From an optimization exercise on the open Yosys and OpenROAD flow, aimed at small area, a short achievable clock period and few clock cycles per item; shortcuts taken in it are not production practice. At most, simulation tests tie the RTL to the original design; equivalence was not proved. Only the layout flow was run in run 1; the RTL was not checked for function there. Power figures rest on the tool's default switching activity, not on a simulated workload.

<file path="config.mk">
export PLATFORM = sky130hd
export DESIGN_NAME = guest_memory_region_map_unit
export DESIGN_NICKNAME = guest_memory_region_map_unit
export VERILOG_FILES = /design/flow/design.v
export SDC_FILE = /design/flow/constraint.sdc
export NUM_CORES = 4
export LEC_CHECK = 0
export ABC_CLOCK_PERIOD_IN_PS = 2500
export CAP_MARGIN = 20
export CORE_MARGIN = 2
export CORE_UTILIZATION = 40
export SETUP_SLACK_MARGIN = 4.5
export SLEW_MARGIN = 20
</file>
<file path="constraint.sdc">
create_clock -name core_clock -period 8.5 [get_ports {clk_i}]
set_input_delay 1.7000 -clock core_clock [delete_from_list [all_inputs] [get_ports {clk_i}]]
set_output_delay 1.7000 -clock core_clock [all_outputs]
set_load 0.01 [all_outputs]
</file>
<file path="design.v">
`timescale 1ns / 1ps
package gmr_pkg;
  localparam int unsigned MAX_REGIONS_DEF = 16;
  localparam int unsigned KIND_W   = 2;
  localparam int unsigned ADDR_W   = 64;
  localparam int unsigned STATUS_W = 3;
  localparam int unsigned RIDX_W   = 4;
  localparam int unsigned PSL_W    = 5;
  localparam int unsigned ENTRY_W = 2 * ADDR_W + 1;
  localparam int unsigned CFG_IDX_W  = 2;
  localparam int unsigned CFG_DATA_W = 32;
  localparam logic [CFG_IDX_W-1:0] CFG_PAGE_SIZE_LOG2 = 2'd0;
  localparam logic [CFG_IDX_W-1:0] CFG_ADDS_ALLOWED   = 2'd1;
  localparam logic [PSL_W-1:0]     PSL_RESET          = 5'd12;
  localparam logic [KIND_W-1:0] KIND_ADD   = 2'd0;
  localparam logic [KIND_W-1:0] KIND_MAP   = 2'd1;
  localparam logic [KIND_W-1:0] KIND_CLEAR = 2'd2;
  localparam logic [STATUS_W-1:0] ST_OK       = 3'd0;
  localparam logic [STATUS_W-1:0] ST_INVALID  = 3'd1;
  localparam logic [STATUS_W-1:0] ST_BUSY     = 3'd2;
  localparam logic [STATUS_W-1:0] ST_OVERFLOW = 3'd3;
  localparam logic [STATUS_W-1:0] ST_FULL     = 3'd4;
  localparam logic [STATUS_W-1:0] ST_UNMAPPED = 3'd5;
  typedef struct packed {
    logic [STATUS_W-1:0] status;
    logic [RIDX_W-1:0]   region_index;
    logic [ADDR_W-1:0]   offset;
    logic [ADDR_W-1:0]   granted_length;
    logic                full_span;
  } res_t;
endpackage
`timescale 1ns / 1ps
module gmr_ram #(
  parameter int unsigned Width = 8,
  parameter int unsigned Depth = 16
) (
  input  logic                                    clk_i,
  input  logic                                    we_i,
  input  logic [$clog2(Depth > 1 ? Depth : 2)-1:0] waddr_i,
  input  logic [Width-1:0]                        wdata_i,
  input  logic [$clog2(Depth > 1 ? Depth : 2)-1:0] raddr_i,
  output logic [Width-1:0]                        rdata_o
);
  logic [Width-1:0] mem_q [Depth];
  logic [Width-1:0] rdata_q;
  always_ff @(posedge clk_i) begin
    if (we_i) begin
      mem_q[waddr_i] <= wdata_i;
    end
    rdata_q <= mem_q[raddr_i];
  end
  assign rdata_o = rdata_q;
endmodule
`timescale 1ns / 1ps
module guest_memory_region_map_unit #(
  parameter int unsigned MaxRegions = gmr_pkg::MAX_REGIONS_DEF
) (
  input  logic                             clk_i,
  input  logic                             rst_ni,
  input  logic                             in_valid_i,
  output logic                             in_stall_o,
  input  logic [gmr_pkg::KIND_W-1:0]       kind_i,
  input  logic [gmr_pkg::ADDR_W-1:0]       address_i,
  input  logic [gmr_pkg::ADDR_W-1:0]       length_i,
  input  logic                             write_access_i,
  input  logic                             read_only_i,
  output logic                             out_valid_o,
  input  logic                             out_stall_i,
  output logic [gmr_pkg::STATUS_W-1:0]     status_o,
  output logic [gmr_pkg::RIDX_W-1:0]       region_index_o,
  output logic [gmr_pkg::ADDR_W-1:0]       offset_o,
  output logic [gmr_pkg::ADDR_W-1:0]       granted_length_o,
  output logic                             full_span_o,
  input  logic                             cfg_valid_i,
  output logic                             cfg_ready_o,
  input  logic [gmr_pkg::CFG_IDX_W-1:0]    cfg_index_i,
  input  logic [gmr_pkg::CFG_DATA_W-1:0]   cfg_data_i
);
  localparam int unsigned AW   = gmr_pkg::ADDR_W;
  localparam int unsigned IdxW = $clog2(MaxRegions > 1 ? MaxRegions : 2);
  localparam int unsigned CntW = $clog2(MaxRegions + 1);
  logic [gmr_pkg::PSL_W-1:0] psl_q;
  logic                      adds_q;
  logic en;
  logic                       sk_v;
  logic [gmr_pkg::KIND_W-1:0] sk_kind;
  logic [AW-1:0]              sk_addr, sk_len;
  logic                       sk_wr, sk_ro;
  logic                       r1_v;
  logic [gmr_pkg::KIND_W-1:0] r1_kind;
  logic [AW-1:0]              r1_addr, r1_len, r1_end, r1_key;
  logic                       r1_wr, r1_ro, r1_lz, r1_wrap, r1_mis;
  logic                         r2_v, r2_map;
  logic [MaxRegions-1:0]        r2_hit;
  logic [AW-1:0]                r2_addr, r2_len, r2_end;
  logic                         r2_wr;
  logic [gmr_pkg::STATUS_W-1:0] r2_st;
  logic [gmr_pkg::RIDX_W-1:0]   r2_idx;
  logic                         r3_v, r3_map, r3_any, r3_full;
  logic [AW-1:0]                r3_base, r3_endh;
  logic                         r3_roh;
  logic [AW-1:0]                r3_addr, r3_len;
  logic                         r3_wr;
  logic [gmr_pkg::STATUS_W-1:0] r3_st;
  logic [gmr_pkg::RIDX_W-1:0]   r3_idx;
  logic [AW-1:0]         tb_base [MaxRegions];
  logic [AW-1:0]         tb_end  [MaxRegions];
  logic [MaxRegions-1:0] tb_ro;
  logic [CntW-1:0]       used_q;
  logic [AW-1:0]         tbase_q, tsum_q;
  logic                  tok_q;
  logic          o_v;
  gmr_pkg::res_t o_res, res_new;
  function automatic logic lt_tree(input logic [AW-1:0] a, input logic [AW-1:0] b,
                                   input logic orequal);
    logic [AW-1:0] lt, gt;
    lt = ~a & b;
    gt = a & ~b;
    for (int w = 1; w < AW; w = w * 2) begin
      for (int j = 0; j + w < AW; j = j + 2 * w) begin
        lt[j] = lt[j + w] | (~gt[j + w] & lt[j]);
        gt[j] = gt[j + w] | (~lt[j + w] & gt[j]);
      end
    end
    lt_tree = lt[0] | (~gt[0] & orequal);
  endfunction
  assign en          = !(o_v && out_stall_i);
  assign in_stall_o  = sk_v;
  assign cfg_ready_o = 1'b1;
  always_ff @(posedge clk_i or negedge rst_ni) begin
    if (!rst_ni) begin
      psl_q  <= gmr_pkg::PSL_RESET;
      adds_q <= 1'b1;
    end else if (cfg_valid_i) begin
      if (cfg_index_i == gmr_pkg::CFG_PAGE_SIZE_LOG2) psl_q <= cfg_data_i[gmr_pkg::PSL_W-1:0];
      if (cfg_index_i == gmr_pkg::CFG_ADDS_ALLOWED)   adds_q <= cfg_data_i[0];
    end
  end
  always_ff @(posedge clk_i or negedge rst_ni) begin
    if (!rst_ni) sk_v <= 1'b0;
    else         sk_v <= !en && (sk_v || in_valid_i);
  end
  always_ff @(posedge clk_i) begin
    if (!sk_v) begin
      sk_kind <= kind_i;
      sk_addr <= address_i;
      sk_len  <= length_i;
      sk_wr   <= write_access_i;
      sk_ro   <= read_only_i;
    end
  end
  logic                       in_v;
  logic [gmr_pkg::KIND_W-1:0] in_kind;
  logic [AW-1:0]              in_addr, in_len;
  logic                       in_wr, in_ro;
  assign in_v    = sk_v || in_valid_i;
  assign in_kind = sk_v ? sk_kind : kind_i;
  assign in_addr = sk_v ? sk_addr : address_i;
  assign in_len  = sk_v ? sk_len  : length_i;
  assign in_wr   = sk_v ? sk_wr   : write_access_i;
  assign in_ro   = sk_v ? sk_ro   : read_only_i;
  logic [AW:0]   s1_sum;
  logic [AW-1:0] s1_mask;
  assign s1_sum  = {1'b0, in_addr} + {1'b0, in_len};
  assign s1_mask = (AW'(1) << psl_q) - AW'(1);
  always_ff @(posedge clk_i or negedge rst_ni) begin
    if (!rst_ni) r1_v <= 1'b0;
    else if (en)  r1_v <= in_v;
  end
  always_ff @(posedge clk_i) begin
    if (en) begin
      r1_kind <= in_kind;
      r1_addr <= in_addr;
      r1_len  <= in_len;
      r1_end  <= s1_sum[AW-1:0];
      r1_key  <= (in_kind == gmr_pkg::KIND_MAP) ? in_addr : s1_sum[AW-1:0];
      r1_wr   <= in_wr;
      r1_ro   <= in_ro;
      r1_lz   <= (in_len == '0);
      r1_wrap <= s1_sum[AW];
      r1_mis  <= ((in_addr | in_len) & s1_mask) != '0;
    end
  end
  logic                  s2_map;
  logic [MaxRegions-1:0] s2_match;
  logic                  s2_any;
  logic [AW-1:0]         s2_total;
  logic [AW:0]           s2_tot;
  logic                  s2_add_ok;
  logic [gmr_pkg::STATUS_W-1:0] s2_st;
  logic [gmr_pkg::RIDX_W-1:0]   s2_idx;
  assign s2_map = (r1_kind == gmr_pkg::KIND_MAP);
  always_comb begin
    for (int i = 0; i < MaxRegions; i++) begin
      s2_match[i] = (CntW'(i) < used_q) && lt_tree(r1_addr, tb_end[i], 1'b0) &&
                    lt_tree(tb_base[i], r1_key, s2_map);
    end
  end
  assign s2_any   = |s2_match;
  assign s2_total = tok_q ? tsum_q : tbase_q;
  assign s2_tot   = {1'b0, s2_total} + {1'b0, r1_len};
  always_comb begin
    s2_add_ok = 1'b0;
    s2_st     = gmr_pkg::ST_OK;
    s2_idx    = '0;
    unique case (r1_kind)
      gmr_pkg::KIND_ADD: begin
        priority if (r1_lz)                s2_st = gmr_pkg::ST_INVALID;
        else if (!adds_q)                  s2_st = gmr_pkg::ST_BUSY;
        else if (s2_tot[AW] || r1_wrap)    s2_st = gmr_pkg::ST_OVERFLOW;
        else if (r1_mis)                   s2_st = gmr_pkg::ST_INVALID;
        else if (s2_any)                   s2_st = gmr_pkg::ST_BUSY;
        else if (used_q >= CntW'(MaxRegions)) s2_st = gmr_pkg::ST_FULL;
        else begin
          s2_add_ok = 1'b1;
          s2_idx    = gmr_pkg::RIDX_W'(used_q);
        end
      end
      gmr_pkg::KIND_MAP: begin
        if (r1_lz || r1_wrap) s2_st = gmr_pkg::ST_INVALID;
      end
      gmr_pkg::KIND_CLEAR: begin
      end
      default: s2_st = gmr_pkg::ST_INVALID;
    endcase
  end
  always_ff @(posedge clk_i or negedge rst_ni) begin
    if (!rst_ni) begin
      used_q  <= '0;
      tbase_q <= '0;
      tok_q   <= 1'b0;
    end else if (en && r1_v) begin
      if (r1_kind == gmr_pkg::KIND_CLEAR) begin
        used_q  <= '0;
        tbase_q <= '0;
        tok_q   <= 1'b0;
      end else if (r1_kind == gmr_pkg::KIND_ADD) begin
        if (s2_add_ok) used_q <= used_q + CntW'(1);
        tbase_q <= s2_total;
        tok_q   <= s2_add_ok;
      end
    end
  end
  always_ff @(posedge clk_i) begin
    if (en && r1_v && r1_kind == gmr_pkg::KIND_ADD) tsum_q <= s2_tot[AW-1:0];
  end
  logic s2_spec_we;
  assign s2_spec_we = en && r1_v && (r1_kind == gmr_pkg::KIND_ADD) &&
                      (used_q < CntW'(MaxRegions));
  always_ff @(posedge clk_i) begin
    for (int i = 0; i < MaxRegions; i++) begin
      if (s2_spec_we && used_q[IdxW-1:0] == IdxW'(i)) begin
        tb_base[i] <= r1_addr;
        tb_end[i]  <= r1_key;
        tb_ro[i]   <= r1_ro;
      end
    end
  end
  always_ff @(posedge clk_i or negedge rst_ni) begin
    if (!rst_ni) r2_v <= 1'b0;
    else if (en)  r2_v <= r1_v;
  end
  always_ff @(posedge clk_i) begin
    if (en) begin
      r2_map  <= s2_map && !r1_lz && !r1_wrap;
      r2_hit  <= s2_match;
      r2_addr <= r1_addr;
      r2_len  <= r1_len;
      r2_end  <= r1_end;
      r2_wr   <= r1_wr;
      r2_st   <= s2_st;
      r2_idx  <= s2_idx;
    end
  end
  logic [AW-1:0]              s3_base, s3_endh;
  logic                       s3_roh;
  logic [gmr_pkg::RIDX_W-1:0] s3_hidx;
  always_comb begin
    s3_base = '0;
    s3_endh = '0;
    s3_roh  = 1'b0;
    s3_hidx = '0;
    for (int i = 0; i < MaxRegions; i++) begin
      s3_base = s3_base | (tb_base[i] & {AW{r2_hit[i]}});
      s3_endh = s3_endh | (tb_end[i]  & {AW{r2_hit[i]}});
      s3_roh  = s3_roh  | (tb_ro[i] & r2_hit[i]);
      s3_hidx = s3_hidx | (gmr_pkg::RIDX_W'(i) & {gmr_pkg::RIDX_W{r2_hit[i]}});
    end
  end
  always_ff @(posedge clk_i or negedge rst_ni) begin
    if (!rst_ni) r3_v <= 1'b0;
    else if (en)  r3_v <= r2_v;
  end
  always_ff @(posedge clk_i) begin
    if (en) begin
      r3_map  <= r2_map;
      r3_any  <= |r2_hit;
      r3_full <= lt_tree(r2_end, s3_endh, 1'b1);
      r3_base <= s3_base;
      r3_endh <= s3_endh;
      r3_roh  <= s3_roh;
      r3_addr <= r2_addr;
      r3_len  <= r2_len;
      r3_wr   <= r2_wr;
      r3_st   <= r2_st;
      r3_idx  <= r2_map ? s3_hidx : r2_idx;
    end
  end
  logic [AW-1:0] s4_off, s4_avail;
  assign s4_off   = r3_addr - r3_base;
  assign s4_avail = r3_endh - r3_addr;
  always_comb begin
    res_new = '0;
    if (!r3_map) begin
      res_new.status       = r3_st;
      res_new.region_index = r3_idx;
    end else if (!r3_any) begin
      res_new.status = gmr_pkg::ST_UNMAPPED;
    end else if (r3_wr && r3_roh) begin
      res_new.status = gmr_pkg::ST_INVALID;
    end else begin
      res_new.status         = gmr_pkg::ST_OK;
      res_new.region_index   = r3_idx;
      res_new.offset         = s4_off;
      res_new.granted_length = r3_full ? r3_len : s4_avail;
      res_new.full_span      = r3_full;
    end
  end
  always_ff @(posedge clk_i or negedge rst_ni) begin
    if (!rst_ni)  o_v <= 1'b0;
    else if (en)  o_v <= r3_v;
  end
  always_ff @(posedge clk_i) begin
    if (en) o_res <= res_new;
  end
  assign out_valid_o      = o_v;
  assign status_o         = o_res.status;
  assign region_index_o   = o_res.region_index;
  assign offset_o         = o_res.offset;
  assign granted_length_o = o_res.granted_length;
  assign full_span_o      = o_res.full_span;
endmodule
</file>
<file path="run.sh">
#!/bin/bash
# synth_recipe.tcl (not shown) runs the flow's synth.tcl, then flattens the netlist and writes it again
# the make line also repeats each setting of config.mk as NAME=value (left out here)
make -C /OpenROAD-flow-scripts/flow DESIGN_CONFIG=/design/flow/config.mk WORK_HOME=/design/flow/orfs CLKGATE_MAP_FILE= SYNTH_SCRIPT=/design/flow/synth_recipe.tcl finish
</file>
==> results by group, run 1 <==
Timing
  • Fin Clk Skew: 0.0595 ns
  • Smallest hold slack: 0.403 ns
  • Share of the clock period used by the worst path after layout: 59.8%
  • Fmax achieved: approximately 0.20 GHz
  • Max transition margin: roughly a tenth
  • Final setup vio count: 0
  • Minimum clock period after layout: 5.08 ns
  • Final hold violations: 0
  • Setup repair after global routing missed its margin: yes
  • Pins Over Slew Limit: 0
  • Least-Margin Pin Slew: approximately 1.4 ns
  • Final critical-path setup slack: 3.42 ns

Logic synthesis
  • Number of flops mapped to enable cells by yosys: roughly 3000
  • Mapped Area: between 150000 and 200000 um^2
  • Synth Warn #: 3
  • Cell variety after synth: 103
  • Post-synth net total: 15300
  • Part of the Yosys area used for sequential elements: 55.0%
  • Count of mapped cells out of synthesis: 14800
  • Mapped Avg Cell Area: approximately 12 um^2
  • Number of flip-flops and latches in the synthesized netlist: 3225
  • Most common flop cell mapped by yosys: sky130_fd_sc_hd__edfxtp_1
  • Async S/R FF share, synth: 2.51%

Critical path
  • FF-to-FF Start: r1_key[44]
  • WP data required: 9.38 ns
  • Cell depth of the worst flop-to-flop path: 15
  • Crit path kind: flop to flop
  • Setup slack of the worst register-to-register path: 3.42 ns
  • Setup crit start kind: flop
  • Arrival time of the worst setup path: 5.96 ns
  • Critical path endpoint category: flop
  • Highest fanout seen on the critical path: 6
  • Critical register-to-register path endpoint: used_q[2]

Floorplanning
  • Placeable core area: 431000 um^2
  • I/O Pins: between 300 and 400
  • Die width: 661 um
  • Die Area: 437000 um^2
  • Initial Utilization: about two fifths
  • Row Count: 241
  • Die Ht: roughly 660 um

Layout
  • Net total in the final layout: around 16000
  • Design area: 207000 um^2
  • Layout cell share with drive strength beyond 1: 15.7%
  • Area added between synthesis and finish: 19.7%
  • Fill cell count: 38400
  • Post-layout instance count excluding filler cells: 21700

Power and ir drop
  • Cell Pwr Density: 327 nW/um^2
  • Register share of total power: 32.3%
  • Worst IR drop on VDD: about 0.00020 V
  • Switching Fraction: 41.8%
  • Internal portion of total power: 39300 uW
  • Share of total power in the clock network: between 20% and 30%
  • Sw Pwr: 28300 uW
  • Combinational group share of total power: 44.6%
  • Leakage dissipation: 0.0714 uW
  • Final Total Pwr: 67600 uW

Run status
  • Status: complete, no violations

Hold path
  • Type of the most critical hold path: flop to flop
  • Worst hold path depth: 0
  • End point of the worst hold path: r3_addr[3]
  • Worst hold path startpoint: r2_addr[3]

Place
  • Post-Place Worst Slack: around 1.2 ns
  • HPWL after DPL: approximately 500000 um
  • Port buffer count: 281
  • Area after DPL: 183000 um^2
  • Placer Congestion: 1.01
  • Total instance count after detailed placement: 20400

Detailed routing
  • DRT Pass-1 Iters: 8
  • Routed wire length: 745000 um
  • DRC: 0
  • DRC violation total after the first TritonRoute iteration: between 20000 and 25000
  • Routed length per placed instance: 34.3 um
  • Post-DRT Antenna Nets: 0
  • Via density per instance: 6.38
  • Vias after detailed routing: 138000

GRT
  • Antenna violations before repair: 56
  • Global-route wire length before repair: ~1000000 um
  • Tot GR Track Use: 32.5%
  • Total overflow reported by the global router: 0
  • Number of global-route vias before repair: 128000
  • Maximum number of pins on one net before global-route repair: 158

Job
  • Max-cap violation count: 0

Clocking
  • Inserted Clock Buffers: 349
  • Sink Count: approximately 3200
  • CTS tree: built
  • Deepest level of the CTS H-tree: 5
  • Maximum buffer depth of the clock tree: 4
  • Insertion delay of the later-clocked pin in the worst-skew pair: between 1 and 1.5 ns
  • Number of hold-repair buffers added at the cts stage: 0
  • Root Buffer: sky130_fd_sc_hd__clkbuf_16
  • Clock slew at reported path FFs: 0.07 ns
-- critical path, cell delays in order (launching register included) --
cell and delay, ns:
sky130_fd_sc_hd__edfxtp_1 0.49, sky130_fd_sc_hd__buf_12 0.21, sky130_fd_sc_hd__nand2b_4 0.14, sky130_fd_sc_hd__maj3_2 0.32, sky130_fd_sc_hd__maj3_2 0.36, sky130_fd_sc_hd__nor2_4 0.14
sky130_fd_sc_hd__a311oi_4 0.06, sky130_fd_sc_hd__a21oi_4 0.32, sky130_fd_sc_hd__o2111ai_4 0.22, sky130_fd_sc_hd__o211ai_1 1.10, sky130_fd_sc_hd__a21oi_2 0.11, sky130_fd_sc_hd__or2_4 0.31
sky130_fd_sc_hd__nor4_4 0.29, sky130_fd_sc_hd__and4bb_4 0.39, sky130_fd_sc_hd__a311oi_2 0.12, sky130_fd_sc_hd__a311o_1 0.35
-- stage by stage --
stage,util (%),TNS (ns)
after floorplan,-,-820.67
after global placement,42.5,0
after detailed placement,42.5,0
after CTS,47.1,0
after global routing,48.0,0
final,48.0,0
-- synth_stat cells (all sizes together), types with 103 or more instances --
library cell | count | area, um^2
nor3 | 103 | 515
nand2b | 697 | 4360
maj3 | 1866 | 18700
o21ai | 734 | 3670
nor2b | 729 | 4560
mux2 | 106 | 1190
a221oi | 406 | 3570
edfxtp | 3012 | 90400
dfxtp | 132 | 2640
nor2 | 635 | 2380
clkbuf | 493 | 1850
xnor2 | 147 | 1290
a21oi | 788 | 3940
a21o | 178 | 1340
inv | 906 | 3400
nand3 | 186 | 931
nand4 | 146 | 913
mux2i | 118 | 1180
nand2 | 768 | 2880
a22oi | 351 | 2640
a22o | 383 | 3350
buf | 232 | 993
ha | 324 | 4050
-- layout make-up --
type                            instances  area (um^2)  area share [%]
Timing Repair inverter                 18          108          0.0520
Multi-Input combinational cell       9952        76900            37.2
Antenna cell                           19         47.5          0.0230
Timing Repair Buffer                 1200        12500            6.04
Inverter                              928         3700            1.79
Sequential cell                      3225        95100            46.0
Clock buffer                          445         9390            4.54
Clock inverter                        198         1910           0.924
Tap cell                             5710         7140            3.45
-- cells in the final DEF, fill, tap and decap left out, types with 80 or more instances in the layout --
master	n
sky130_fd_sc_hd__nor2b_1	720
sky130_fd_sc_hd__o211ai_1	88
sky130_fd_sc_hd__clkbuf_16	365
sky130_fd_sc_hd__nand2_1	752
sky130_fd_sc_hd__o21ai_0	615
sky130_fd_sc_hd__buf_6	174
sky130_fd_sc_hd__a22o_1	382
sky130_fd_sc_hd__inv_1	814
sky130_fd_sc_hd__buf_4	591
sky130_fd_sc_hd__dfxtp_1	132
sky130_fd_sc_hd__nand3_1	174
sky130_fd_sc_hd__nor2_1	579
sky130_fd_sc_hd__a22oi_1	348
sky130_fd_sc_hd__clkdlybuf4s50_1	240
sky130_fd_sc_hd__maj3_1	1799
sky130_fd_sc_hd__nand2b_1	692
sky130_fd_sc_hd__edfxtp_1	3012
sky130_fd_sc_hd__nand4_1	146
sky130_fd_sc_hd__ha_1	254
sky130_fd_sc_hd__nor3_1	83
sky130_fd_sc_hd__a21o_1	177
sky130_fd_sc_hd__xnor2_1	121
sky130_fd_sc_hd__a21oi_1	677
sky130_fd_sc_hd__mux2_2	86
sky130_fd_sc_hd__a221oi_1	389
sky130_fd_sc_hd__clkinv_2	80
sky130_fd_sc_hd__a21oi_2	84
sky130_fd_sc_hd__buf_12	91
sky130_fd_sc_hd__o22ai_1	83
-- repair_timing --
action / in CTS / in global routing
endpoints found under the setup margin: 2358 / 472
buffers inserted: 415 / 143
pin swaps: 262 / 244
cloned: 45 / 14
gates resized for setup: 974 / 620
-- flip-flops by register name (all words and copies together), names as in the netlist, 16 cells and up --
name / cells
tb_base: 1024
tb_end: 1024
o_res: 136
r1_addr: 64
r1_end: 64
r1_key: 64
r1_len: 64
r2_addr: 64
r2_end: 64
r2_len: 64
r3_addr: 64
r3_base: 64
r3_endh: 64
r3_len: 64
sk_addr: 64
sk_len: 64
tbase_q: 64
tsum_q: 64
r2_hit: 16
tb_ro: 16
-- worst max path at each step --
stage | startpoint | to | depth (start not counted)
2_1_floorplan | out_stall_i | tb_base[12][0] | 5
3_3_place_gp | address_i[0] | r1_key[60] | 20
3_5_place_dp | address_i[0] | r1_key[62] | 20
4_1_cts | r1_kind[1] | r2_st[1] | 14
5_1_grt | tok_q | used_q[2] | 21
6_report | r1_key[44] | used_q[2] | 15
-- power by group through the flow --
stage | clock, uW | combinational, uW | sequential (uW)
4_1_cts | 15600 | 27500 | 21800
3_5_place_dp | 0 | 24400 | 22600
3_3_place_gp | 0 | 24300 | 22500
2_1_floorplan | 0 | 13600 | 22300
5_1_grt | 16200 | 30800 | 21900
6_report | 15600 | 30200 | 21800
-- kinds of logic (layout without fill, tap and decap cells) --
family,count (synthesis),count (layout),synth area share [%]
fa+ha+maj,2194,2194,13.2
simple gates,3533,3550,10.6
flops,3225,3225,55.0
other cells,1,20,0.00217
mux,224,224,1.37
xor+xnor,222,222,1.13
compound gates,3761,3761,14.9
buf+inv,1653,2789,3.66
-- metal layers --
| layer | global-route usage, % | wire [um] | up-vias |
|---|---|---|---|
| li1 | - | - | 58000 |
| met1 | 41.9 | 278000 | 69000 |
| met2 | 49.0 | 321000 | 9286 |
| met3 | 7.40 | 84000 | 2155 |
| met4 | 21.4 | 61600 | 40 |
| met5 | 0 | 431 | - |
==> run 2: changes to the inputs <==
--- a/design.v
+++ b/design.v
@@ -83,12 +83,14 @@
   logic                      adds_q;
   logic en;
-  logic                       sk_v;
-  logic [gmr_pkg::KIND_W-1:0] sk_kind;
-  logic [AW-1:0]              sk_addr, sk_len;
-  logic                       sk_wr, sk_ro;
+  logic                       r0_v;
+  logic [gmr_pkg::KIND_W-1:0] r0_kind;
+  logic [AW-1:0]              r0_addr, r0_len;
+  logic                       r0_wr, r0_ro;
   logic                       r1_v;
   logic [gmr_pkg::KIND_W-1:0] r1_kind;
-  logic [AW-1:0]              r1_addr, r1_len, r1_end, r1_key;
-  logic                       r1_wr, r1_ro, r1_lz, r1_wrap, r1_mis;
+  logic [AW-1:0]              r1_addr, r1_len, r1_end;
+  logic [AW:0]                r1_key;
+  logic                       r1_map, r1_wr, r1_ro, r1_lz, r1_wrap, r1_mis;
+  logic                       r1_c0, r1_c1;
   logic                         r2_v, r2_map;
   logic [MaxRegions-1:0]        r2_hit;
@@ -110,4 +112,5 @@
   logic [AW-1:0]         tbase_q, tsum_q;
   logic                  tok_q;
+  logic                  pok_q, pclr_q;
   logic          o_v;
   gmr_pkg::res_t o_res, res_new;
@@ -126,5 +129,5 @@
   endfunction
   assign en          = !(o_v && out_stall_i);
-  assign in_stall_o  = sk_v;
+  assign in_stall_o  = !en;
   assign cfg_ready_o = 1'b1;
   always_ff @(posedge clk_i or negedge rst_ni) begin
@@ -137,47 +140,57 @@
     end
   end
+  logic                       in_v;
+  logic [gmr_pkg::KIND_W-1:0] in_kind;
+  logic [AW-1:0]              in_addr, in_len;
+  logic                       in_wr, in_ro;
+  assign in_v    = in_valid_i;
+  assign in_kind = kind_i;
+  assign in_addr = address_i;
+  assign in_len  = length_i;
+  assign in_wr   = write_access_i;
+  assign in_ro   = read_only_i;
   always_ff @(posedge clk_i or negedge rst_ni) begin
-    if (!rst_ni) sk_v <= 1'b0;
-    else         sk_v <= !en && (sk_v || in_valid_i);
+    if (!rst_ni) r0_v <= 1'b0;
+    else if (en)  r0_v <= in_v;
   end
   always_ff @(posedge clk_i) begin
-    if (!sk_v) begin
-      sk_kind <= kind_i;
-      sk_addr <= address_i;
-      sk_len  <= length_i;
-      sk_wr   <= write_access_i;
-      sk_ro   <= read_only_i;
+    if (en) begin
+      r0_kind <= in_kind;
+      r0_addr <= in_addr;
+      r0_len  <= in_len;
+      r0_wr   <= in_wr;
+      r0_ro   <= in_ro;
     end
   end
-  logic                       in_v;
-  logic [gmr_pkg::KIND_W-1:0] in_kind;
-  logic [AW-1:0]              in_addr, in_len;
-  logic                       in_wr, in_ro;
-  assign in_v    = sk_v || in_valid_i;
-  assign in_kind = sk_v ? sk_kind : kind_i;
-  assign in_addr = sk_v ? sk_addr : address_i;
-  assign in_len  = sk_v ? sk_len  : length_i;
-  assign in_wr   = sk_v ? sk_wr   : write_access_i;
-  assign in_ro   = sk_v ? sk_ro   : read_only_i;
-  logic [AW:0]   s1_sum;
+  logic [AW:0]   s1_sum, s1_inc;
   logic [AW-1:0] s1_mask;
-  assign s1_sum  = {1'b0, in_addr} + {1'b0, in_len};
+  assign s1_sum  = {1'b0, r0_addr} + {1'b0, r0_len};
+  assign s1_inc  = {1'b0, r0_addr} + (AW+1)'(1);
+  logic [AW-1:0] s1_total;
+  logic [AW:0]   s1_t0;
+  logic [AW+1:0] s1_t1;
+  assign s1_total = tok_q ? tsum_q : tbase_q;
+  assign s1_t0    = {1'b0, s1_total} + {1'b0, r0_len};
+  assign s1_t1    = {2'b0, s1_total} + {2'b0, r1_len} + {2'b0, r0_len};
   assign s1_mask = (AW'(1) << psl_q) - AW'(1);
   always_ff @(posedge clk_i or negedge rst_ni) begin
     if (!rst_ni) r1_v <= 1'b0;
-    else if (en)  r1_v <= in_v;
+    else if (en)  r1_v <= r0_v;
   end
   always_ff @(posedge clk_i) begin
     if (en) begin
-      r1_kind <= in_kind;
-      r1_addr <= in_addr;
-      r1_len  <= in_len;
+      r1_kind <= r0_kind;
+      r1_addr <= r0_addr;
+      r1_len  <= r0_len;
       r1_end  <= s1_sum[AW-1:0];
-      r1_key  <= (in_kind == gmr_pkg::KIND_MAP) ? in_addr : s1_sum[AW-1:0];
-      r1_wr   <= in_wr;
-      r1_ro   <= in_ro;
-      r1_lz   <= (in_len == '0);
+      r1_key  <= (r0_kind == gmr_pkg::KIND_MAP) ? s1_inc : s1_sum;
+      r1_map  <= (r0_kind == gmr_pkg::KIND_MAP);
+      r1_wr   <= r0_wr;
+      r1_ro   <= r0_ro;
+      r1_lz   <= (r0_len == '0);
       r1_wrap <= s1_sum[AW];
-      r1_mis  <= ((in_addr | in_len) & s1_mask) != '0;
+      r1_mis  <= ((r0_addr | r0_len) & s1_mask) != '0;
+      r1_c0   <= s1_t0[AW];
+      r1_c1   <= s1_t1[AW+1] || s1_t1[AW];
     end
   end
@@ -187,12 +200,13 @@
   logic [AW-1:0]         s2_total;
   logic [AW:0]           s2_tot;
+  logic                  s2_carry;
   logic                  s2_add_ok;
   logic [gmr_pkg::STATUS_W-1:0] s2_st;
   logic [gmr_pkg::RIDX_W-1:0]   s2_idx;
-  assign s2_map = (r1_kind == gmr_pkg::KIND_MAP);
+  assign s2_map = r1_map;
   always_comb begin
     for (int i = 0; i < MaxRegions; i++) begin
       s2_match[i] = (CntW'(i) < used_q) && lt_tree(r1_addr, tb_end[i], 1'b0) &&
-                    lt_tree(tb_base[i], r1_key, s2_map);
+                    (r1_key[AW] || lt_tree(tb_base[i], r1_key[AW-1:0], 1'b0));
     end
   end
@@ -200,4 +214,5 @@
   assign s2_total = tok_q ? tsum_q : tbase_q;
   assign s2_tot   = {1'b0, s2_total} + {1'b0, r1_len};
+  assign s2_carry = !pclr_q && (pok_q ? r1_c1 : r1_c0);
   always_comb begin
     s2_add_ok = 1'b0;
@@ -208,5 +223,5 @@
         priority if (r1_lz)                s2_st = gmr_pkg::ST_INVALID;
         else if (!adds_q)                  s2_st = gmr_pkg::ST_BUSY;
-        else if (s2_tot[AW] || r1_wrap)    s2_st = gmr_pkg::ST_OVERFLOW;
+        else if (s2_carry || r1_wrap)      s2_st = gmr_pkg::ST_OVERFLOW;
         else if (r1_mis)                   s2_st = gmr_pkg::ST_INVALID;
         else if (s2_any)                   s2_st = gmr_pkg::ST_BUSY;
@@ -245,4 +260,13 @@
     if (en && r1_v && r1_kind == gmr_pkg::KIND_ADD) tsum_q <= s2_tot[AW-1:0];
   end
+  always_ff @(posedge clk_i or negedge rst_ni) begin
+    if (!rst_ni) begin
+      pok_q  <= 1'b0;
+      pclr_q <= 1'b0;
+    end else if (en) begin
+      pok_q  <= r1_v && (r1_kind == gmr_pkg::KIND_ADD) && s2_add_ok;
+      pclr_q <= r1_v && (r1_kind == gmr_pkg::KIND_CLEAR);
+    end
+  end
   logic s2_spec_we;
   assign s2_spec_we = en && r1_v && (r1_kind == gmr_pkg::KIND_ADD) &&
@@ -252,5 +276,5 @@
       if (s2_spec_we && used_q[IdxW-1:0] == IdxW'(i)) begin
         tb_base[i] <= r1_addr;
-        tb_end[i]  <= r1_key;
+        tb_end[i]  <= r1_end;
         tb_ro[i]   <= r1_ro;
       end
--- a/config.mk
+++ b/config.mk
@@ -6,5 +6,4 @@
 export NUM_CORES = 4
 export LEC_CHECK = 0
-export ABC_CLOCK_PERIOD_IN_PS = 2500
 export CAP_MARGIN = 20
 export CORE_MARGIN = 2
==> results by group, run 2 <==
Critical path
  • Highest fanout seen on the critical path: 4
  • WP data required: between 9 and 10 ns
  • Setup crit start kind: flop
  • Cell occurring most often along the worst timing path: sky130_fd_sc_hd__maj3_2
  • Cell depth of the worst flop-to-flop path: 16
  • Delay-heaviest family, CP: simple AND/OR/NAND/NOR gates
  • Crit path kind: flop to flop
  • Critical path endpoint category: flop
  • Slowest library cell on the worst path: sky130_fd_sc_hd__nor4_4
  • List of cells traversed by the critical path: buf_12 > nor2b_4 > maj3_2 > maj3_2 > maj3_2 > a221o_1 > a21oi_4 > nand4_1 > nor4_4 > a211oi_4 > nor4_2 > nand4b_1 > buf_6 > or3_4 > a21oi_2 > mux2i_1
  • Arrival time of the worst setup path: 5.79 ns
  • Crit path buffers/inverters: 2
  • Stages on worst setup path: 16
  • Slowest stage delay, CP: between 0.6 and 0.7 ns

Detailed routing
  • Routed wire length: 817000 um
  • DRC: 0
  • DRC violation total after the first TritonRoute iteration: 24400
  • Routed length per placed instance: 36.3 um
  • Post-DRT Antenna Nets: 0
  • Via density per instance: between 6 and 7
  • Vias after detailed routing: 145000
  • DRT Pass-1 Iters: 8

Floorplanning
  • Die Area: 452000 um^2
  • Die width: 672 um
  • Initial Utilization: between 40% and 50%
  • Row Count: 245
  • Placeable core area: 445000 um^2
  • Die Ht: 672 um
  • I/O Pins: 310

Place
  • Area after DPL: 189000 um^2
  • HPWL after DPL: 565000 um
  • Post-Place Worst Slack: 1.87 ns
  • Total instance count after detailed placement: 21200
  • Port buffer count: 281
  • Placer Congestion: 1.03

Logic synthesis
  • Xor and xnor fraction of the mapped netlist area: 1.44%
  • Largest cells by area after synthesis: sky130_fd_sc_hd__edfxtp_1 (53%), sky130_fd_sc_hd__maj3_1 (9.4%), sky130_fd_sc_hd__ha_1 (3.2%)
  • Number of flops mapped to enable cells by yosys: between 3000 and 4000
  • Cell type with the highest aggregate area in the netlist: sky130_fd_sc_hd__edfxtp_1
  • Number of flip-flops and latches in the synthesized netlist: 3231
  • Synth top cells by count: sky130_fd_sc_hd__edfxtp_1 (3148), sky130_fd_sc_hd__maj3_1 (1683), sky130_fd_sc_hd__inv_1 (894)
  • Arithmetic-cell share of the synthesized area counting full adders, half adders and majority gates: a little over an eighth
  • Top-count cell post-synth: sky130_fd_sc_hd__edfxtp_1
  • Count of mapped cells out of synthesis: roughly 15000
  • Cell variety after synth: 109
  • Area share of and/or/nand/nor cells after synthesis: 10.8%
  • Mapped Area: 178000 um^2
  • Combinational family with the most area after synthesis: compound AO/OA/AOI/OAI gates
  • Most common flop cell mapped by yosys: sky130_fd_sc_hd__edfxtp_1
  • Post-synth net total: 16100
  • Multiplexer share of the synthesized area: 0.547%
  • Synth Area in Compound Gates: 15.9%
  • Async S/R FF share, synth: under 10%
  • Area fraction of the dominant cell type after synthesis: 53.0%
  • Synth Warn #: 3
  • Part of the Yosys area used for sequential elements: 54.1%
  • Mapped Avg Cell Area: 11.6 um^2

Hold path
  • Type of the most critical hold path: flop to flop
  • Worst hold path depth: 0

GRT
  • Number of global-route vias before repair: 134000
  • Antenna violations before repair: 89
  • Total overflow reported by the global router: 0
  • Tot GR Track Use: 34.8%
  • Global-route wire length before repair: 1100000 um
  • Maximum number of pins on one net before global-route repair: 160

Clocking
  • Number of hold-repair buffers added at the cts stage: 0
  • Sink Count: around 3200
  • Deepest level of the CTS H-tree: 5
  • Clock slew at reported path FFs: 0.06 ns
  • CTS tree: built
  • Maximum buffer depth of the clock tree: 4
  • Root Buffer: sky130_fd_sc_hd__clkbuf_16
  • Inserted Clock Buffers: between 300 and 400
  • Insertion delay of the later-clocked pin in the worst-skew pair: 1.03 ns

Run status
  • Status: complete, no violations

Layout
  • Layout cell share with drive strength beyond 1: 15.1%
  • Most common library cell in the layout ignoring fill and taps: sky130_fd_sc_hd__edfxtp_1
  • Top Registers: tb_base x1024, tb_end x1024, o_res x136
  • Commonest non-fill, non-tap cells in the layout: sky130_fd_sc_hd__edfxtp_1 (3148), sky130_fd_sc_hd__maj3_1 (1672), sky130_fd_sc_hd__inv_1 (832), sky130_fd_sc_hd__a21oi_1 (768), sky130_fd_sc_hd__nand2_1 (747)
  • Area added between synthesis and finish: 19.7%
  • Net total in the final layout: ~17000
  • Design area: 214000 um^2
  • Post-layout instance count excluding filler cells: 22500

Timing
  • Setup repair after global routing missed its margin: yes
  • Final critical-path setup slack: roughly 3.6 ns
  • Smallest hold slack: 0.399 ns
  • Setup TNS: 0 ns
  • Fmax achieved: approximately 0.2 GHz
  • Share of the clock period used by the worst path after layout: between 50% and 60%
  • Least-Margin Pin Slew: 1.25 ns
  • Fin Clk Skew: 0.0918 ns
  • Minimum clock period after layout: 4.92 ns
  • Final hold violations: 0
  • Final setup vio count: 0
  • Max transition margin: around 16%
  • Pins Over Slew Limit: 0

Power and ir drop
  • Internal portion of total power: 41100 uW
  • Combinational group share of total power: 42.4%
  • Cell Pwr Density: roughly 330 nW/um^2
  • Register share of total power: 33.7%
  • Sw Pwr: 29900 uW
  • Leakage dissipation: ~0.075 uW
  • Worst IR drop on VDD: 0.000259 V
  • Switching Fraction: 42.2%
  • Share of total power in the clock network: a little under a quarter

Job
  • Max-cap violation count: 0
## run 2: cell types whose count changed in the layout (fill, tap and decap cells not counted), sizes merged, moves of 51 or more
cell    delta
ha       +126
xnor2     +62
a21oi     +91
mux2i    -106
edfxtp   +136
a21o      +93
maj3     -153
o21ai     +68
dfxtp    -132
nand4     +51
fa        +63
## run 2: area by class of cell
| class | count | area [um^2] |
|---|---|---|
| clock buffer | 437 | 9590 |
| clock inverter | 234 | 2920 |
| tap | 5928 | 7420 |
| timing repair buffer | 1229 | 12400 |
| sequential | 3231 | 96600 |
| multi-input combinational | 10500 | 80700 |
| inverter | 935 | 3730 |
| timing repair inverter | 20 | 105 |
| fill | 39700 | 231000 |
| antenna | 31 | 77.6 |
## run 2: metrics by stage
stage / utilization [%] / total power, uW
after global placement: 42.5 / 48800
final: 48.0 / 71000
after floorplan: - / 36800
after detailed placement: 42.5 / 49000
after CTS: 47.4 / 68600
after global routing: 48.0 / 72400
## run 2: worst reg2reg max path, stage by stage (launching register included)
cell                       delay [ns]
sky130_fd_sc_hd__edfxtp_1        0.43
sky130_fd_sc_hd__buf_12          0.16
sky130_fd_sc_hd__nor2b_4         0.11
sky130_fd_sc_hd__maj3_2          0.29
sky130_fd_sc_hd__maj3_2          0.34
sky130_fd_sc_hd__maj3_2          0.33
sky130_fd_sc_hd__a221o_1         0.37
sky130_fd_sc_hd__a21oi_4         0.25
sky130_fd_sc_hd__nand4_1         0.42
sky130_fd_sc_hd__nor4_4          0.67
sky130_fd_sc_hd__a211oi_4        0.13
sky130_fd_sc_hd__nor4_2          0.34
sky130_fd_sc_hd__nand4b_1        0.15
sky130_fd_sc_hd__buf_6           0.18
sky130_fd_sc_hd__or3_4           0.36
sky130_fd_sc_hd__a21oi_2         0.14
sky130_fd_sc_hd__mux2i_1         0.10
## run 2: power groups by stage
stage               clock network [uW]  logic (uW)  registers [uW]
global route                     17600       30800           24000
global placement                     0       24200           24600
detailed placement                   0       24300           24700
CTS                              17000       27700           23800
floorplan                            0       13600           23200
finish                           17000       30100           23900
## run 2: layer usage
layer	part of all wire [%]	GRT usage, %
met4	8.3	23.4
met5	0.039	0
met2	41	49.4
met3	13	10.2
met1	38	45.9
## run 2: worst paths after layout
check	from	endpoint	slack, ns
max in group asynchronous	rst_ni	tbase_q[20]	6.18
hold / removal	r2_addr[17]	r3_addr[17]	0.40
setup / recovery	r1_key[48]	used_q[0]	3.58
hold reg to reg	r2_addr[17]	r3_addr[17]	0.40
min in group asynchronous	rst_ni	r3_v	0.58
setup reg to reg	r1_key[48]	used_q[0]	3.58
## run 2: repair_timing
item,in CTS,in global routing
gates resized for setup,939,420
setup endpoints to repair,2553,490
pin swaps,255,200
setup buffers,462,116
gates cloned,47,2
## run 2: cells by family (layout without fill, tap and decap cells)
| kind of cell | Yosys count | after routing |
|---|---|---|
| buffers and inverters | 1677 | 2855 |
| multiplexers | 88 | 88 |
| other | 1 | 32 |
| XOR/XNOR | 293 | 293 |
| flip-flops | 3231 | 3231 |
| AO/OA/AOI/OAI | 4134 | 4134 |
| adder cells (fa/ha/maj) | 2230 | 2230 |
| AND/OR/NAND/NOR | 3710 | 3713 |
Testbench counts of run 2, summed over its fixed seeds: cycles 3,848, items 3,808.
==> run 3: changes to the inputs <==
--- a/design.v
+++ b/design.v
@@ -97,10 +97,11 @@
   logic [AW-1:0]                r2_addr, r2_len, r2_end;
   logic                         r2_wr;
-  logic [gmr_pkg::STATUS_W-1:0] r2_st;
-  logic [gmr_pkg::RIDX_W-1:0]   r2_idx;
-  logic                         r3_v, r3_map, r3_any, r3_full;
+  logic [gmr_pkg::KIND_W-1:0]   r2_kind;
+  logic                         r2_any, r2_carry, r2_lz, r2_wrap, r2_mis, r2_adds, r2_full;
+  logic [gmr_pkg::RIDX_W-1:0]   r2_slot;
+  logic                         r3_v, r3_map, r3_any;
   logic [AW-1:0]                r3_base, r3_endh;
   logic                         r3_roh;
-  logic [AW-1:0]                r3_addr, r3_len;
+  logic [AW-1:0]                r3_addr, r3_len, r3_end;
   logic                         r3_wr;
   logic [gmr_pkg::STATUS_W-1:0] r3_st;
@@ -202,6 +203,4 @@
   logic                  s2_carry;
   logic                  s2_add_ok;
-  logic [gmr_pkg::STATUS_W-1:0] s2_st;
-  logic [gmr_pkg::RIDX_W-1:0]   s2_idx;
   assign s2_map = r1_map;
   always_comb begin
@@ -215,29 +214,6 @@
   assign s2_tot   = {1'b0, s2_total} + {1'b0, r1_len};
   assign s2_carry = !pclr_q && (pok_q ? r1_c1 : r1_c0);
-  always_comb begin
-    s2_add_ok = 1'b0;
-    s2_st     = gmr_pkg::ST_OK;
-    s2_idx    = '0;
-    unique case (r1_kind)
-      gmr_pkg::KIND_ADD: begin
-        priority if (r1_lz)                s2_st = gmr_pkg::ST_INVALID;
-        else if (!adds_q)                  s2_st = gmr_pkg::ST_BUSY;
-        else if (s2_carry || r1_wrap)      s2_st = gmr_pkg::ST_OVERFLOW;
-        else if (r1_mis)                   s2_st = gmr_pkg::ST_INVALID;
-        else if (s2_any)                   s2_st = gmr_pkg::ST_BUSY;
-        else if (used_q >= CntW'(MaxRegions)) s2_st = gmr_pkg::ST_FULL;
-        else begin
-          s2_add_ok = 1'b1;
-          s2_idx    = gmr_pkg::RIDX_W'(used_q);
-        end
-      end
-      gmr_pkg::KIND_MAP: begin
-        if (r1_lz || r1_wrap) s2_st = gmr_pkg::ST_INVALID;
-      end
-      gmr_pkg::KIND_CLEAR: begin
-      end
-      default: s2_st = gmr_pkg::ST_INVALID;
-    endcase
-  end
+  assign s2_add_ok = (r1_kind == gmr_pkg::KIND_ADD) && !r1_lz && adds_q && !s2_carry &&
+                     !r1_wrap && !r1_mis && !s2_any && (used_q < CntW'(MaxRegions));
   always_ff @(posedge clk_i or negedge rst_ni) begin
     if (!rst_ni) begin
@@ -293,8 +269,38 @@
       r2_end  <= r1_end;
       r2_wr   <= r1_wr;
-      r2_st   <= s2_st;
-      r2_idx  <= s2_idx;
+      r2_kind  <= r1_kind;
+      r2_any   <= s2_any;
+      r2_carry <= s2_carry;
+      r2_lz    <= r1_lz;
+      r2_wrap  <= r1_wrap;
+      r2_mis   <= r1_mis;
+      r2_adds  <= adds_q;
+      r2_full  <= (used_q >= CntW'(MaxRegions));
+      r2_slot  <= gmr_pkg::RIDX_W'(used_q);
     end
   end
+  logic [gmr_pkg::STATUS_W-1:0] s3_st;
+  logic [gmr_pkg::RIDX_W-1:0]   s3_idx;
+  always_comb begin
+    s3_st  = gmr_pkg::ST_OK;
+    s3_idx = '0;
+    unique case (r2_kind)
+      gmr_pkg::KIND_ADD: begin
+        priority if (r2_lz)                s3_st = gmr_pkg::ST_INVALID;
+        else if (!r2_adds)                 s3_st = gmr_pkg::ST_BUSY;
+        else if (r2_carry || r2_wrap)      s3_st = gmr_pkg::ST_OVERFLOW;
+        else if (r2_mis)                   s3_st = gmr_pkg::ST_INVALID;
+        else if (r2_any)                   s3_st = gmr_pkg::ST_BUSY;
+        else if (r2_full)                  s3_st = gmr_pkg::ST_FULL;
+        else                               s3_idx = r2_slot;
+      end
+      gmr_pkg::KIND_MAP: begin
+        if (r2_lz || r2_wrap) s3_st = gmr_pkg::ST_INVALID;
+      end
+      gmr_pkg::KIND_CLEAR: begin
+      end
+      default: s3_st = gmr_pkg::ST_INVALID;
+    endcase
+  end
   logic [AW-1:0]              s3_base, s3_endh;
   logic                       s3_roh;
@@ -320,5 +326,4 @@
       r3_map  <= r2_map;
       r3_any  <= |r2_hit;
-      r3_full <= lt_tree(r2_end, s3_endh, 1'b1);
       r3_base <= s3_base;
       r3_endh <= s3_endh;
@@ -326,12 +331,15 @@
       r3_addr <= r2_addr;
       r3_len  <= r2_len;
+      r3_end  <= r2_end;
       r3_wr   <= r2_wr;
-      r3_st   <= r2_st;
-      r3_idx  <= r2_map ? s3_hidx : r2_idx;
+      r3_st   <= s3_st;
+      r3_idx  <= r2_map ? s3_hidx : s3_idx;
     end
   end
   logic [AW-1:0] s4_off, s4_avail;
+  logic          s4_full;
   assign s4_off   = r3_addr - r3_base;
   assign s4_avail = r3_endh - r3_addr;
+  assign s4_full  = lt_tree(r3_end, r3_endh, 1'b1);
   always_comb begin
     res_new = '0;
@@ -347,6 +355,6 @@
       res_new.region_index   = r3_idx;
       res_new.offset         = s4_off;
-      res_new.granted_length = r3_full ? r3_len : s4_avail;
-      res_new.full_span      = r3_full;
+      res_new.granted_length = s4_full ? r3_len : s4_avail;
+      res_new.full_span      = s4_full;
     end
   end
--- a/config.mk
+++ b/config.mk
@@ -9,4 +9,5 @@
 export CORE_MARGIN = 2
 export CORE_UTILIZATION = 40
+export PLACE_DENSITY = 0.45
 export SETUP_SLACK_MARGIN = 4.5
 export SLEW_MARGIN = 20
==> results by group, run 3 <==
Critical path
  • Highest fanout seen on the critical path: 30
  • Slowest library cell on the worst path: sky130_fd_sc_hd__o311ai_0
  • Setup slack of the worst register-to-register path: 3.70 ns
  • Cell depth of the worst flop-to-flop path: 13
  • Arrival time of the worst setup path: around 5.7 ns
  • Crit path buffers/inverters: 2
  • Setup crit start kind: flop
  • List of cells traversed by the critical path: buf_6 > nor2b_1 > o311ai_0 > o21ai_0 > a31oi_2 > o21ai_4 > a21oi_2 > o21a_1 > o311ai_1 > nor4_4 > buf_12 > nand4_4 > mux2_2
  • Crit path kind: flop to flop
  • Slowest stage delay, CP: 0.93 ns
  • Delay-heaviest family, CP: compound AO/OA/AOI/OAI gates
  • WP data required: 9.39 ns
  • FF-to-FF Start: r1_addr[23]
  • Critical register-to-register path endpoint: used_q[1]
  • Critical path endpoint category: flop

Timing
  • Share of the clock period used by the worst path after layout: a little under three fifths
  • Final hold violations: 0
  • Least-Margin Pin Slew: 1.26 ns
  • Smallest hold slack: 0.399 ns
  • Fin Clk Skew: 0.0462 ns
  • Minimum clock period after layout: 4.80 ns
  • Setup repair after global routing missed its margin: yes
  • Final critical-path setup slack: 3.70 ns
  • Final setup vio count: 0
  • Pins Over Slew Limit: 0
  • Fmax achieved: approximately 0.21 GHz
  • Max transition margin: 15.8%

Power and ir drop
  • Register share of total power: 33.3%
  • Combinational group share of total power: 43.4%
  • Cell Pwr Density: 339 nW/um^2
  • Share of total power in the clock network: a little under a quarter
  • Sw Pwr: 31700 uW
  • Leakage dissipation: about 0.077 uW
  • Switching Fraction: 42.9%
  • Internal portion of total power: roughly 42000 uW
  • Worst IR drop on VDD: 0.000180 V

Clocking
  • Sink Count: 3300
  • Maximum buffer depth of the clock tree: 4
  • CTS tree: built
  • Number of hold-repair buffers added at the cts stage: 0
  • Insertion delay of the later-clocked pin in the worst-skew pair: around 1.0 ns
  • Root Buffer: sky130_fd_sc_hd__clkbuf_16
  • Clock slew at reported path FFs: 0.06 ns
  • Inserted Clock Buffers: 389
  • Deepest level of the CTS H-tree: 5

Layout
  • Multi-input gate area in the final layout: between 80000 and 90000 um^2
  • Commonest non-fill, non-tap cells in the layout: sky130_fd_sc_hd__edfxtp_1 (3217), sky130_fd_sc_hd__a21oi_1 (1136), sky130_fd_sc_hd__o21ai_0 (1029), sky130_fd_sc_hd__inv_1 (883), sky130_fd_sc_hd__nand2_1 (830)
  • Most common library cell in the layout ignoring fill and taps: sky130_fd_sc_hd__edfxtp_1
  • Fill cell count: 40400
  • Design area: roughly 220000 um^2
  • Layout cell share with drive strength beyond 1: 15.6%
  • Net total in the final layout: 17700
  • Top Registers: tb_base x1024, tb_end x1024, o_res x136
  • Area added between synthesis and finish: 20.1%
  • Register area: between 90000 and 100000 um^2

Floorplanning
  • Die Area: between 400000 and 500000 um^2
  • Initial Utilization: 40.1%
  • Die width: around 680 um
  • I/O Pins: 310
  • Row Count: roughly 250
  • Placeable core area: 452000 um^2
  • Die Ht: slightly below 700 um

Detailed routing
  • Post-DRT Antenna Nets: 0
  • DRT Pass-1 Iters: 10
  • Vias after detailed routing: between 150k and 200k
  • Routed wire length: around 870000 um
  • Routed length per placed instance: around 37 um
  • DRC violation total after the first TritonRoute iteration: 23800
  • Via density per instance: 6.58
  • DRC: 0

Logic synthesis
  • Most common flop cell mapped by yosys: sky130_fd_sc_hd__edfxtp_1
  • Cell type with the highest aggregate area in the netlist: sky130_fd_sc_hd__edfxtp_1
  • Area fraction of the dominant cell type after synthesis: 53.3%
  • Synth top cells by count: sky130_fd_sc_hd__edfxtp_1 (3217), sky130_fd_sc_hd__a21oi_1 (1224), sky130_fd_sc_hd__o21ai_0 (1151)
  • Part of the Yosys area used for sequential elements: roughly 54%
  • Synth Warn #: 3
  • Post-synth net total: 16800
  • Largest cells by area after synthesis: sky130_fd_sc_hd__edfxtp_1 (53%), sky130_fd_sc_hd__maj3_1 (4.5%), sky130_fd_sc_hd__a21oi_1 (3.4%)
  • Top-count cell post-synth: sky130_fd_sc_hd__edfxtp_1
  • Async S/R FF share, synth: around 2.5%
  • Count of mapped cells out of synthesis: 16100
  • Number of flip-flops and latches in the synthesized netlist: 3300
  • Mapped Area: approximately 180000 um^2
  • Number of flops mapped to enable cells by yosys: 3217
  • Cell variety after synth: 100
  • Mapped Avg Cell Area: approximately 11 um^2

Hold path
  • Worst hold path depth: 0
  • End point of the worst hold path: r3_addr[41]
  • Type of the most critical hold path: flop to flop
  • Worst hold path startpoint: r2_addr[41]

Place
  • Area after DPL: 192000 um^2
  • Port buffer count: between 200 and 300
  • Post-Place Worst Slack: roughly 1.9 ns
  • HPWL after DPL: 590000 um
  • Placer Congestion: slightly above 1

GRT
  • Tot GR Track Use: 36.3%
  • Antenna violations before repair: ~130
  • Number of global-route vias before repair: 143000
  • Total overflow reported by the global router: 0
  • Maximum number of pins on one net before global-route repair: between 150 and 200
  • Global-route wire length before repair: 1170000 um

Job
  • Max-cap violation count: 0

Run status
  • Status: complete, no violations
==> run 3: how the worst max path moves through the flow <==
stage                         end  cells after the start         from  slack [ns]
floorplan           tb_base[4][0]                      5  out_stall_i       -2.31
global placement        used_q[1]                     15   r1_key[11]        1.86
detailed placement      used_q[1]                     15   r1_key[11]        1.85
CTS                    tsum_q[63]                     19        tok_q        3.80
global route           tsum_q[63]                     21        tok_q        3.67
finish                  used_q[1]                     13  r1_addr[23]        3.70
==> run 3: repair_timing <==
item	CTS	global route
setup endpoints to repair	2202	730
resized for setup	1104	371
hold endpoints to repair	0	0
setup buffers	512	159
gates cloned	54	3
pin swaps	298	208
==> run 3: layout make-up <==
type	count	area share, %
tap	5976	3.43
multi-input combinational	11000	37.2
timing repair inverter	34	0.0942
clock inverter	256	1.13
timing repair buffer	1356	6.16
antenna	109	0.125
inverter	1002	1.89
sequential	3300	45.3
clock buffer	461	4.70
==> run 3: routing by layer <==
| layer | track usage [%] | vias up | wire [um] | share of wire, % |
|---|---|---|---|---|
| met1 | 51.1 | 77900 | 364000 | 42 |
| met2 | 50.1 | 10200 | 349000 | 40 |
| met5 | 0.0521 | - | 433 | 0.050 |
| li1 | - | 64500 | - | - |
| met3 | 13.0 | 1653 | 114000 | 13 |
| met4 | 15.5 | 62 | 44200 | 5.1 |
==> run 3: kinds of logic (layout without fill, tap and decap cells) <==
family / count (synthesis) / after routing / synth area share (%)
xor gates and xnor gates: 283 / 283 / 1.37
and+or+nand+nor: 3533 / 3535 / 9.73
DFF: 3300 / 3300 / 54.4
other: 1 / 110 / 0.00207
AOI/OAI and AO/OA: 5669 / 5670 / 21.3
adders and majority gates: 1338 / 1338 / 8.38
muxes: 144 / 144 / 0.851
buffers and inverters: 1873 / 3109 / 3.91
==> run 3: power by group through the flow <==
stage / Clock [uW] / Combinational, uW / Sequential (uW)
6_report: 17200 / 32000 / 24600
5_1_grt: 18000 / 33300 / 24700
4_1_cts: 17400 / 29900 / 24500
3_5_place_dp: 0 / 25800 / 25300
3_3_place_gp: 0 / 25700 / 25200
2_1_floorplan: 0 / 14400 / 23800
==> run 3: metrics by stage <==
stage / cells / total power (uW) / utilization (%) / TNS (ns)
floorplan: 16100 / 38200 / - / -4632.14
global placement: 21900 / 50900 / 42.4 / 0
detailed placement: 21900 / 51100 / 42.4 / 0
CTS: 23200 / 71800 / 47.5 / 0
global route: 23400 / 76000 / 48.1 / 0
finish: 23500 / 73800 / 48.2 / 0
Testbench counts of run 3, summed over its fixed seeds: cycles 3,848, items 3,808.
==> run 4: changes to the inputs <==
--- a/design.v
+++ b/design.v
@@ -83,8 +83,4 @@
   logic                      adds_q;
   logic en;
-  logic                       r0_v;
-  logic [gmr_pkg::KIND_W-1:0] r0_kind;
-  logic [AW-1:0]              r0_addr, r0_len;
-  logic                       r0_wr, r0_ro;
   logic                       r1_v;
   logic [gmr_pkg::KIND_W-1:0] r1_kind;
@@ -151,45 +147,32 @@
   assign in_wr   = write_access_i;
   assign in_ro   = read_only_i;
-  always_ff @(posedge clk_i or negedge rst_ni) begin
-    if (!rst_ni) r0_v <= 1'b0;
-    else if (en)  r0_v <= in_v;
-  end
-  always_ff @(posedge clk_i) begin
-    if (en) begin
-      r0_kind <= in_kind;
-      r0_addr <= in_addr;
-      r0_len  <= in_len;
-      r0_wr   <= in_wr;
-      r0_ro   <= in_ro;
-    end
-  end
   logic [AW:0]   s1_sum, s1_inc;
   logic [AW-1:0] s1_mask;
-  assign s1_sum  = {1'b0, r0_addr} + {1'b0, r0_len};
-  assign s1_inc  = {1'b0, r0_addr} + (AW+1)'(1);
+  assign s1_sum  = {1'b0, in_addr} + {1'b0, in_len};
+  assign s1_inc  = {1'b0, in_addr} + (AW+1)'(1);
   logic [AW-1:0] s1_total;
   logic [AW:0]   s1_t0;
   logic [AW+1:0] s1_t1;
   assign s1_total = tok_q ? tsum_q : tbase_q;
-  assign s1_t0    = {1'b0, s1_total} + {1'b0, r0_len};
-  assign s1_t1    = {2'b0, s1_total} + {2'b0, r1_len} + {2'b0, r0_len};
+  assign s1_t0    = {1'b0, s1_total} + {1'b0, in_len};
+  assign s1_t1    = {2'b0, s1_total} + {2'b0, r1_len} + {2'b0, in_len};
   assign s1_mask = (AW'(1) << psl_q) - AW'(1);
   always_ff @(posedge clk_i or negedge rst_ni) begin
     if (!rst_ni) r1_v <= 1'b0;
-    else if (en)  r1_v <= r0_v;
+    else if (en)  r1_v <= in_v;
   end
   always_ff @(posedge clk_i) begin
     if (en) begin
-      r1_kind <= r0_kind;
-      r1_addr <= r0_addr;
-      r1_len  <= r0_len;
+      r1_kind <= in_kind;
+      r1_addr <= in_addr;
+      r1_len  <= in_len;
       r1_end  <= s1_sum[AW-1:0];
-      r1_key  <= (r0_kind == gmr_pkg::KIND_MAP) ? s1_inc : s1_sum;
-      r1_map  <= (r0_kind == gmr_pkg::KIND_MAP);
-      r1_wr   <= r0_wr;
-      r1_ro   <= r0_ro;
-      r1_lz   <= (r0_len == '0);
+      r1_key  <= (in_kind == gmr_pkg::KIND_MAP) ? s1_inc : s1_sum;
+      r1_map  <= (in_kind == gmr_pkg::KIND_MAP);
+      r1_wr   <= in_wr;
+      r1_ro   <= in_ro;
+      r1_lz   <= (in_len == '0);
       r1_wrap <= s1_sum[AW];
-      r1_mis  <= ((r0_addr | r0_len) & s1_mask) != '0;
+      r1_mis  <= ((in_addr | in_len) & s1_mask) != '0;
       r1_c0   <= s1_t0[AW];
       r1_c1   <= s1_t1[AW+1] || s1_t1[AW];
--- a/config.mk
+++ b/config.mk
@@ -10,4 +10,4 @@
 export CORE_UTILIZATION = 40
 export PLACE_DENSITY = 0.45
-export SETUP_SLACK_MARGIN = 4.5
+export SETUP_SLACK_MARGIN = 4.0
 export SLEW_MARGIN = 20
==> results by group, run 4 <==
Layout
  • Most common library cell in the layout ignoring fill and taps: sky130_fd_sc_hd__edfxtp_1
  • Layout cell share with drive strength beyond 1: 15.1%
  • Top Registers: tb_base x1024, tb_end x1024, o_res x136
  • Post-layout instance count excluding filler cells: 22700
  • Net total in the final layout: 17300
  • Area added between synthesis and finish: 19.6%
  • Commonest non-fill, non-tap cells in the layout: sky130_fd_sc_hd__edfxtp_1 (3085), sky130_fd_sc_hd__a21oi_1 (1179), sky130_fd_sc_hd__o21ai_0 (1047), sky130_fd_sc_hd__inv_1 (843), sky130_fd_sc_hd__nand2_1 (829)
  • Design area: 210000 um^2

Logic synthesis
  • Mapped Avg Cell Area: 11.1 um^2
  • Number of flip-flops and latches in the synthesized netlist: 3167
  • Number of flops mapped to enable cells by yosys: a little over 3000
  • Largest cells by area after synthesis: sky130_fd_sc_hd__edfxtp_1 (53%), sky130_fd_sc_hd__maj3_1 (4.7%), sky130_fd_sc_hd__a21oi_1 (3.6%)
  • Mapped Area: 176000 um^2
  • Top-count cell post-synth: sky130_fd_sc_hd__edfxtp_1
  • Most common flop cell mapped by yosys: sky130_fd_sc_hd__edfxtp_1
  • Cell type with the highest aggregate area in the netlist: sky130_fd_sc_hd__edfxtp_1
  • Part of the Yosys area used for sequential elements: 53.9%
  • Synth Warn #: 3
  • Post-synth net total: 16500
  • Count of mapped cells out of synthesis: 15800
  • Area fraction of the dominant cell type after synthesis: 52.7%
  • Synth top cells by count: sky130_fd_sc_hd__edfxtp_1 (3085), sky130_fd_sc_hd__a21oi_1 (1253), sky130_fd_sc_hd__o21ai_0 (1165)
  • Cell variety after synth: between 90 and 100
  • Async S/R FF share, synth: 2.59%

Critical path
  • Cell depth of the worst flop-to-flop path: 18
  • Setup crit start kind: flop
  • FF-to-FF Start: r3_base[2]
  • Arrival time of the worst setup path: 5.49 ns
  • Crit path kind: flop to flop
  • Highest fanout seen on the critical path: 3
  • Slowest stage delay, CP: between 0.7 and 0.8 ns
  • Critical register-to-register path endpoint: o_res[128]
  • Slowest library cell on the worst path: sky130_fd_sc_hd__edfxtp_1
  • List of cells traversed by the critical path: inv_2 > ha_4 > o21ai_4 > a21boi_2 > o211a_1 > o2111a_2 > o21ai_4 > a211o_4 > a31oi_4 > buf_6 > a21oi_2 > buf_6 > o311a_4 > nor3_4 > a31oi_4 > xnor2_2 > buf_6 > nor2_4
  • Cell occurring most often along the worst timing path: sky130_fd_sc_hd__buf_6
  • WP data required: ~9.2 ns
  • Critical path endpoint category: flop
  • Setup slack of the worst register-to-register path: 3.72 ns

GRT
  • Maximum number of pins on one net before global-route repair: 144
  • Antenna violations before repair: 123
  • Total overflow reported by the global router: 0
  • Tot GR Track Use: 37.3%
  • Global-route wire length before repair: 1160000 um
  • Number of global-route vias before repair: about 140k

Timing
  • Fmax achieved: between 0.2 and 0.25 GHz
  • Minimum clock period after layout: approximately 4.8 ns
  • Fin Clk Skew: 0.0430 ns
  • Least-Margin Pin Slew: 1.42 ns
  • Final critical-path setup slack: approximately 3.7 ns
  • Final setup vio count: 0
  • Share of the clock period used by the worst path after layout: 56.2%
  • Final hold violations: 0
  • Pins Over Slew Limit: 0
  • Smallest hold slack: 0.411 ns
  • Setup TNS: 0 ns
  • Max transition margin: 5.36%
  • Setup repair after global routing missed its margin: yes

Place
  • Post-Place Worst Slack: roughly 0.83 ns
  • Area after DPL: 186000 um^2
  • Total instance count after detailed placement: 21400
  • Placer Congestion: 0.987
  • Port buffer count: 281
  • HPWL after DPL: between 500000 and 600000 um

Floorplanning
  • Die width: 667 um
  • Row Count: 243
  • Initial Utilization: 40.2%
  • Die Area: around 440000 um^2
  • Die Ht: between 600 and 700 um
  • Placeable core area: 438000 um^2
  • I/O Pins: 310

Clocking
  • Root Buffer: sky130_fd_sc_hd__clkbuf_16
  • Maximum buffer depth of the clock tree: 4
  • Insertion delay of the later-clocked pin in the worst-skew pair: 1.02 ns
  • CTS tree: built
  • Inserted Clock Buffers: 382
  • Deepest level of the CTS H-tree: 5
  • Clock slew at reported path FFs: 0.06 ns
  • Number of hold-repair buffers added at the cts stage: 0
  • Sink Count: 3167

Detailed routing
  • DRC violation total after the first TritonRoute iteration: 25600
  • DRC: 0
  • Via density per instance: 6.67
  • DRT Pass-1 Iters: 10
  • Vias after detailed routing: around 150k
  • Post-DRT Antenna Nets: 0
  • Routed wire length: between 800000 and 900000 um
  • Routed length per placed instance: 38.3 um

Run status
  • Status: complete, no violations

Power and ir drop
  • Leakage dissipation: 0.0747 uW
  • Worst IR drop on VDD: 0.000295 V
  • Cell Pwr Density: slightly above 300 nW/um^2

Hold path
  • Type of the most critical hold path: flop to flop
  • Worst hold path startpoint: r2_addr[47]
  • End point of the worst hold path: r3_addr[47]
  • Worst hold path depth: 0

Job
  • Max-cap violation count: 0
-- run 4: repair_timing --
item	4_1_cts	5_1_grt
gates resized for setup	1207	444
setup endpoints to repair	728	150
gates cloned	47	23
buffers inserted	323	208
pin swaps	237	222
hold endpoints to repair	0	0
-- run 4: cell type report --
class                   count  area (um^2)
flip-flops and latches   3167        94700
fillers                 39500       228000
clock buffers             449        10000
well taps                5757         7200
clock inverters           255         2350
repair buffers           1207        12200
inverters                 981         4110
repair inverters           40          250
multi-input cells       10800        79300
diodes                     43          108
-- run 4: layer usage --
metal	global-route usage [%]	vias up	share of wire (%)
met1	53.4	76400	42
met2	50.9	10400	40
met4	16.5	60	5.1
li1	-	62900	-
met3	12.3	1640	14
met5	0	-	0.047
-- run 4: worst max-delay path by stage --
stage / start / to / slack (ns) / cells past startpoint
6_report: r3_base[2] / o_res[128] / 3.72 / 18
4_1_cts: length_i[0] / r1_key[52] / 3.76 / 21
3_3_place_gp: length_i[0] / r1_key[52] / 0.70 / 20
5_1_grt: address_i[25] / r1_end[62] / 3.66 / 18
3_5_place_dp: length_i[0] / r1_key[52] / 0.83 / 20
2_1_floorplan: out_stall_i / tb_base[7][0] / -3.90 / 6
-- run 4: kinds of logic after synthesis --
| group | Yosys count | share of synthesized area, % |
|---|---|---|
| other cells | 1 | 0.00213 |
| xor+xnor | 295 | 1.47 |
| fa+ha+maj | 1351 | 8.72 |
| simple gates | 3445 | 9.81 |
| mux | 80 | 0.507 |
| compound gates | 5632 | 21.7 |
| buf+inv | 1817 | 3.90 |
| flops | 3167 | 53.9 |
-- run 4: power by group --
group          total, uW  internal, uW  switching (uW)
combinational      25100          7960           17100
clock              16700          9570            7120
sequential         21900         20100            1830
-- run 4: metrics by stage --
step,utilization (%),total power (uW)
CTS,47.1,61900
global placement,42.5,43100
detailed placement,42.5,43200
global route,48.0,65300
finish,48.0,63700
floorplan,-,32700
-- run 4: critical path: cells and delay by family (launching register included) --
| kind | cells | cell delay (ns) |
|---|---|---|
| adders and majority gates | 1 | 0.31 |
| DFF | 1 | 0.72 |
| buffers and inverters | 4 | 0.59 |
| AOI/OAI and AO/OA | 10 | 2.30 |
| and+or+nand+nor | 2 | 0.29 |
| xor gates and xnor gates | 1 | 0.19 |
Testbench counts of run 4, summed over its fixed seeds: cycles 3,840, items 3,808.

## re-timing with driven ports
No port has a modelled driver above. Below, the same layouts with a new extraction and two added sets of constraints. Step 1, drivers: a clkbuf_16 drives clk_i and a buf_2 each remaining input, both assumed. Step 2 also shifts input and output timing later by t, the mid clock arrival at the registers, as if the neighbouring blocks saw the same clock. Three values: ideal, step 1, step 2; two values: the first two.
run | t, ns | slack for setup (ns)
run 1 | 1.094 | 3.418 / 3.418 / 2.587
run 2 | 1.117 | 3.580 / 3.580 / 3.256
run 3 | 1.123 | 3.697 / 3.697 / 3.472
run 4 | 1.111 | 3.723 / 3.723 / 2.739
After both steps setup and hold are still met in every run listed.
